From an optimization exercise on the open Yosys and OpenROAD flow, aimed at small area, a short achievable clock period and few clock cycles per item; shortcuts taken in it are not production practice.
No functional check of the RTL was part of any run shown here.

==> flow/design.v, too long to show whole: its modules and the start of the top module <==
// module hlsm_dp_param: 1059 lines
// module hdp_fa: 4 lines
// module hdp_ha: 4 lines
// module hdp_gp: 4 lines
// module hdp_g: 3 lines
// module hdp_x2: 3 lines
// module hdp_mj: 3 lines
// module hdp_bs: 3 lines
module hlsm_dp_param (
  input  logic        Clk,
  input  logic        Rst,
  input  logic        Start,
  input  logic [31:0] a,
  input  logic [31:0] b,
  input  logic [31:0] c,
  output logic        Busy,
  output logic        Done,
  output logic [31:0] z,
  output logic [31:0] x,
  output logic        Ovf
);
  // ...
==> flow/flow/run.sh <==
#!/bin/bash
# Own layout flow: the standard flow (standard.sh) in three parts.
#  1. standard synthesis, unchanged;
#  2. flow/downsize.tcl: every combinational cell that synthesis mapped to a
#     drive strength above 1 is set to strength 1 (same function and pins); the
#     resizer later upsizes what timing needs;
#  3. the rest of the standard flow, with a tighter internal repair target for
#     setup (SETUP_SLACK_MARGIN; the SDC is unchanged) and buf_2 port buffers.
# Each tool's output goes to a log file of its own here (and ORFS's per-step
# logs under orfs/logs).
set -euo pipefail
MARGIN=${MARGIN:-7.5}
bash standard.sh synth > make_synth.log 2>&1
openroad -no_init -exit flow/downsize.tcl > downsize.log 2>&1
bash standard.sh SETUP_SLACK_MARGIN=$MARGIN \
  "BUFFER_PORTS_ARGS=-buffer_cell sky130_fd_sc_hd__buf_2" finish > make_finish.log 2>&1
==> flow/flow/downsize.tcl <==
# Set combinational cells of drive strength > 1 to strength 1 in 1_synth.odb.
set odb_file orfs/results/sky130hd/hlsm_dp_param/base/1_synth.odb
read_db $odb_file
set db [ord::get_db]
set n 0
foreach inst [[ord::get_db_block] getInsts] {
  set m [$inst getMaster]
  set name [$m getName]
  if {[regexp {^(sky130_fd_sc_hd__)(\w+)_([0-9]+)$} $name -> pre base size]} {
    if {$size <= 1} continue
    if {[regexp {^(df|edf|sdf|dl|clk|buf|inv|conb|tap|fill|decap)} $base]} continue
    set small [$db findMaster ${pre}${base}_1]
    if {$small eq "NULL" || $small eq ""} continue
    # same pin names required
    set p1 [lsort [lmap t [$m getMTerms] {$t getName}]]
    set p2 [lsort [lmap t [$small getMTerms] {$t getName}]]
    if {$p1 ne $p2} continue
    $inst swapMaster $small
    incr n
  }
}
puts "downsized $n cells"
write_db $odb_file
==> flow/standard.sh <==
#!/bin/bash
# synth_recipe.tcl (not shown) runs the flow's synth.tcl, then flattens the netlist and writes it again
# the make line also repeats each setting of config.mk as NAME=value (left out here)
make -C /OpenROAD-flow-scripts/flow DESIGN_CONFIG=/design/flow/config.mk WORK_HOME=/design/flow/orfs CLKGATE_MAP_FILE= SYNTH_SCRIPT=/design/flow/synth_recipe.tcl "${@:-finish}"
==> flow/config.mk <==
export PLATFORM = sky130hd
export DESIGN_NAME = hlsm_dp_param
export DESIGN_NICKNAME = hlsm_dp_param
export VERILOG_FILES = /design/flow/design.v
export SDC_FILE = /design/flow/constraint.sdc
export NUM_CORES = 4
export LEC_CHECK = 0
export CAP_MARGIN = 20
export CORE_MARGIN = 2
export CORE_UTILIZATION = 40
export CTS_BUF_LIST = sky130_fd_sc_hd__clkbuf_4 sky130_fd_sc_hd__clkbuf_8
export SLEW_MARGIN = 20
export SYNTH_HIERARCHICAL = 1
export SYNTH_MINIMUM_KEEP_SIZE = 0
==> flow/constraint.sdc <==
create_clock -name core_clock -period 12.5 [get_ports {Clk}]
set_input_delay 2.5000 -clock core_clock [delete_from_list [all_inputs] [get_ports {Clk}]]
set_output_delay 2.5000 -clock core_clock [all_outputs]
set_load 0.01 [all_outputs]
==> impl_metrics.json, run 1 <==
{
  "overflow": 0,
  "antenna_found_initial": 6,
  "instances_no_fill": 3269,
  "drv_cap": 0,
  "area_delta_synth_final_pct": 20.2,
  "worst_pin_slew_ns": 0.936,
  "cts_buffers": 44,
  "buf_share_pct": 7.44,
  "top_usage_layer": "met2",
  "die_height_microns": 247,
  "syn_inst": 2123,
  "routedWlPerCell_microns": 24.3,
  "largestClassByArea": "multi-input combinational cells",
  "final_util_pct": 48.3,
  "max_stage_delay_ns": 0.39,
  "cp_common_cell": "a21o_1",
  "cts_setup_buffers": 73,
  "coreArea_sq_mm": 0.0587,
  "clock_latency_ns": 0.66,
  "status": "complete, no violations",
  "hold_viol_final": 0,
  "arrival_ns": 2.77,
  "fin_ws_ns": 7.23,
  "inv_count": 69,
  "drt_iter0_drc": 1739,
  "min_period_over_period_pct": 42.1,
  "multi_input_comb_cells": 1832
}
==> inputs of run 2 (changes only) <==
--- a/flow/design.v
+++ b/flow/design.v
@@ -35,27 +35,31 @@
       mm = (r == 0) ? 1'b0 : c[2*r-1];
       eo[r] = m0 ^ mm;
       et[r] = (m1 & ~m0 & ~mm) | (~m1 & m0 & mm);
       en[r] = m1;
     end
   end
   always_ff @(posedge Clk) begin
     ar <= a;
-    dr <= sd[31:0];
     bo <= eo;
     bt <= et;
     bn <= en;
   end
+  logic [31:0] er;
+  logic        gtr;
   always_ff @(posedge Clk) begin
     if (acc) begin
-      z   <= gt ? sd[31:0] : se[31:0];
+      dr  <= sd[31:0];
+      er  <= se[31:0];
+      gtr <= gt;
       ov1 <= sd[32] | se[32] | pair;
     end
   end
+  assign z = gtr ? dr : er;
   logic [32:0] pp [17];
   logic [32:0] ts, tc;
   logic [31:0] s3, c3, xp, xg, xpr, xgr;
   logic        c3r31;
   logic [7:0] bg, bp, bgr, bpr;
   logic        t32r, cfr, p32r;
   for (genvar r = 0; r < 17; r++) begin : g_row
     for (genvar k = 0; k < 33 - 2*r; k++) begin : g_bit
==> run 2 against run 1 <==
Setup slack improved by 0.041 ns. Critical path depth rose by 1. Final area rose by 1.2%. Hold slack improved by 0.0099 ns. Global-route usage fell by 1.1 points. Fmax rose by 0.78%. Register-to-register slack improved by 0.18 ns.
==> impl_metrics.json, run 2 <==
{
  "rsz0062_at_grt": "yes",
  "die_w_microns": 249,
  "postSynthAreaPerCell_sq_um": 11.5,
  "grtUsageMet2_pct": 40.8,
  "max_stage_delay_ns": 0.41,
  "overflow": 0,
  "top_usage_layer": "met2",
  "root_buffer": "clkbuf_8",
  "cts_buffer_depth": 3,
  "setup_viol": 0,
  "grt_pass1_wl_microns": 115000,
  "final_util_pct": 48.4,
  "routedWlPerCell_microns": 23.9,
  "relSlewSlack_pct": 38.8,
  "min_period_over_period_pct": 41.8,
  "die_area_sq_mm": 0.0621,
  "syn-cell-area_sq_mm": 0.0240,
  "syn_inst": 2095,
  "io_buffers": 165,
  "yosysWarnings": 8,
  "cts.sinks": 229,
  "critPathLaunchType": "flop",
  "clk_pin_slew_ns": 0.06,
  "ios": 166,
  "hold_viol_final": 0,
  "grt_usage_pct": 24.3,
  "vias": 18701,
  "cts_buffers": 41,
  "area_delta_synth_final_pct": 19.4,
  "status": "complete, no violations",
  "path_cells": "a21o_1 -> a21o_4 -> a21o_4 -> a21o_1 -> buf_12 -> a21o_1 -> nor2_1 -> nor2_1 -> o21a_1 -> o21bai_1 -> buf_2",
  "cts_hold_buf": 0,
  "slowest_stage": "edfxtp_1",
  "firstDrtPassIters": 6,
  "multi_input_area_sq_mm": 0.0182,
  "required_ns": 10.00,
  "cp_common_cell": "a21o_1",
  "worst_pin_slew_ns": 0.917,
  "initial_utilization_pct": 40.6,
  "final_common_cell": "a21o_1",
  "drv_cap": 0,
  "path_max_fanout": 8,
  "vias_per_cell": 5.76,
  "regArea_sq_mm": 0.00623,
  "layout_common_cells": "a21o_1, xnor2_1, a22oi_1, fa_1, and2_1",
  "drive_gt1_share_pct": 19.6,
  "grt.met1_usage_pct": 31.8,
  "ant_nets": 0,
  "die_height_microns": 249,
  "cts_tree": "done",
  "worstHoldPathType": "reg -> reg",
  "drc_errors": 0,
  "antenna_found_initial": 6,
  "clock_latency_ns": 0.64,
  "crit_type": "reg -> out",
  "nNetsFinal": 2981,
  "skew_ns": 0.0342,
  "drt_iter0_drc": 1750,
  "arrival_ns": 2.73,
  "htreeDepth": 2,
  "grt_pass1_vias": 18979,
  "end_kind": "output port",
  "max_freq_mhz": 191,
  "gp_congestion": 0.904,
  "fillers": 5370,
  "grt_max_degree": 69,
  "use_met3_pct": 3.61,
  "tns_ns": 0,
  "finalMaxSlewViolations": 0,
  "period_minus_slack_ns": 5.23,
  "num_rows": 89,
  "coreArea_sq_mm": 0.0592,
  "hpwl_microns": 55600,
  "finalWirelength_microns": 77400
}
## run 2: per-stage QoR
| step | worst slack, ns | instances | area [sq um] | hold slack, ns |
|---|---|---|---|---|
| finish | 7.27 | 3246 | 28700 | 0.494 |
| global route | 7.12 | 3246 | 28700 | 0.516 |
| CTS | 7.20 | 3179 | 27900 | 0.491 |
| detailed placement | 6.80 | 3062 | 26200 | 0.467 |
| global placement | 6.89 | 3062 | 26200 | 0.463 |
| floorplan | 6.70 | 2117 | 24300 | 0.521 |
## run 2: metal layers
| metal | share of wire, % | wire length, microns |
|---|---|---|
| met1 | 41 | 31800 |
| met2 | 48 | 37000 |
| met3 | 7.2 | 5570 |
| met4 | 3.9 | 3050 |
| met5 | 0 | 0 |
## run 2: cell type report
type / instances / area share, %
antenna: 6 / 0.0523
clock buffer: 50 / 2.27
clock inverter: 26 / 1.13
inverter: 69 / 0.929
multi-input combinational: 1805 / 63.4
sequential: 229 / 21.7
tap: 773 / 3.37
timing repair buffer: 288 / 7.16
## run 2: repair_timing
item / in CTS / in global routing
setup endpoints to repair: 42 / 39
cloned: 1 / 2
buffers inserted: 40 / 59
gates resized for setup: 83 / 67
pin swaps: 34 / 81
## run 2: final timing paths
check	startpoint	end	slack, ns	cells after the start
setup / recovery	xgr[0]	Ovf	7.27	11
hold / removal	Done	Done	0.49	1
setup reg to reg	bo[1]	xpr[27]	7.52	11
hold reg to reg	Done	Done	0.49	1
max in group asynchronous	Rst	Busy	10.64	2
min in group asynchronous	Rst	Busy	1.73	2
## run 2: worst max-delay path, delay by kind of cell, from the launching register on
family	cells	cell delay (ns)
AO/OA/AOI/OAI	7	1.26
buffers and inverters	2	0.30
flip-flops	1	0.41
AND/OR/NAND/NOR	2	0.14

afterwards: timing with drivers on the ports:
Ports are ideal in the flow. The routed layouts listed here were re-timed in OpenROAD.
Step 1, drivers: a clkbuf_16 drives Clk and a buf_2 each remaining input, both assumed.
Step 2 times the ports against the registers' clock, not the clock port: input delays grow and output delays shrink by t, the midpoint of the rising clock arrivals with the driver on.
Three values: ideal, step 1, step 2; two values: the first two.
| run | t (ns) | setup slack, ns | worst register clock-pin slew, ns | worst data-port slew with drivers (ns) |
|---|---|---|---|---|
| run 1 | 0.690 | 7.233 / 7.171 / 6.851 | 0.07 / 0.07 | 0.06 |
| run 2 | 0.677 | 7.273 / 7.218 / 6.841 | 0.07 / 0.07 | 0.10 |
After both steps every run listed still meets setup and hold. The setup slack of run 2, which loses most, moves by -0.055 ns with the drivers and by -0.432 ns with both steps.
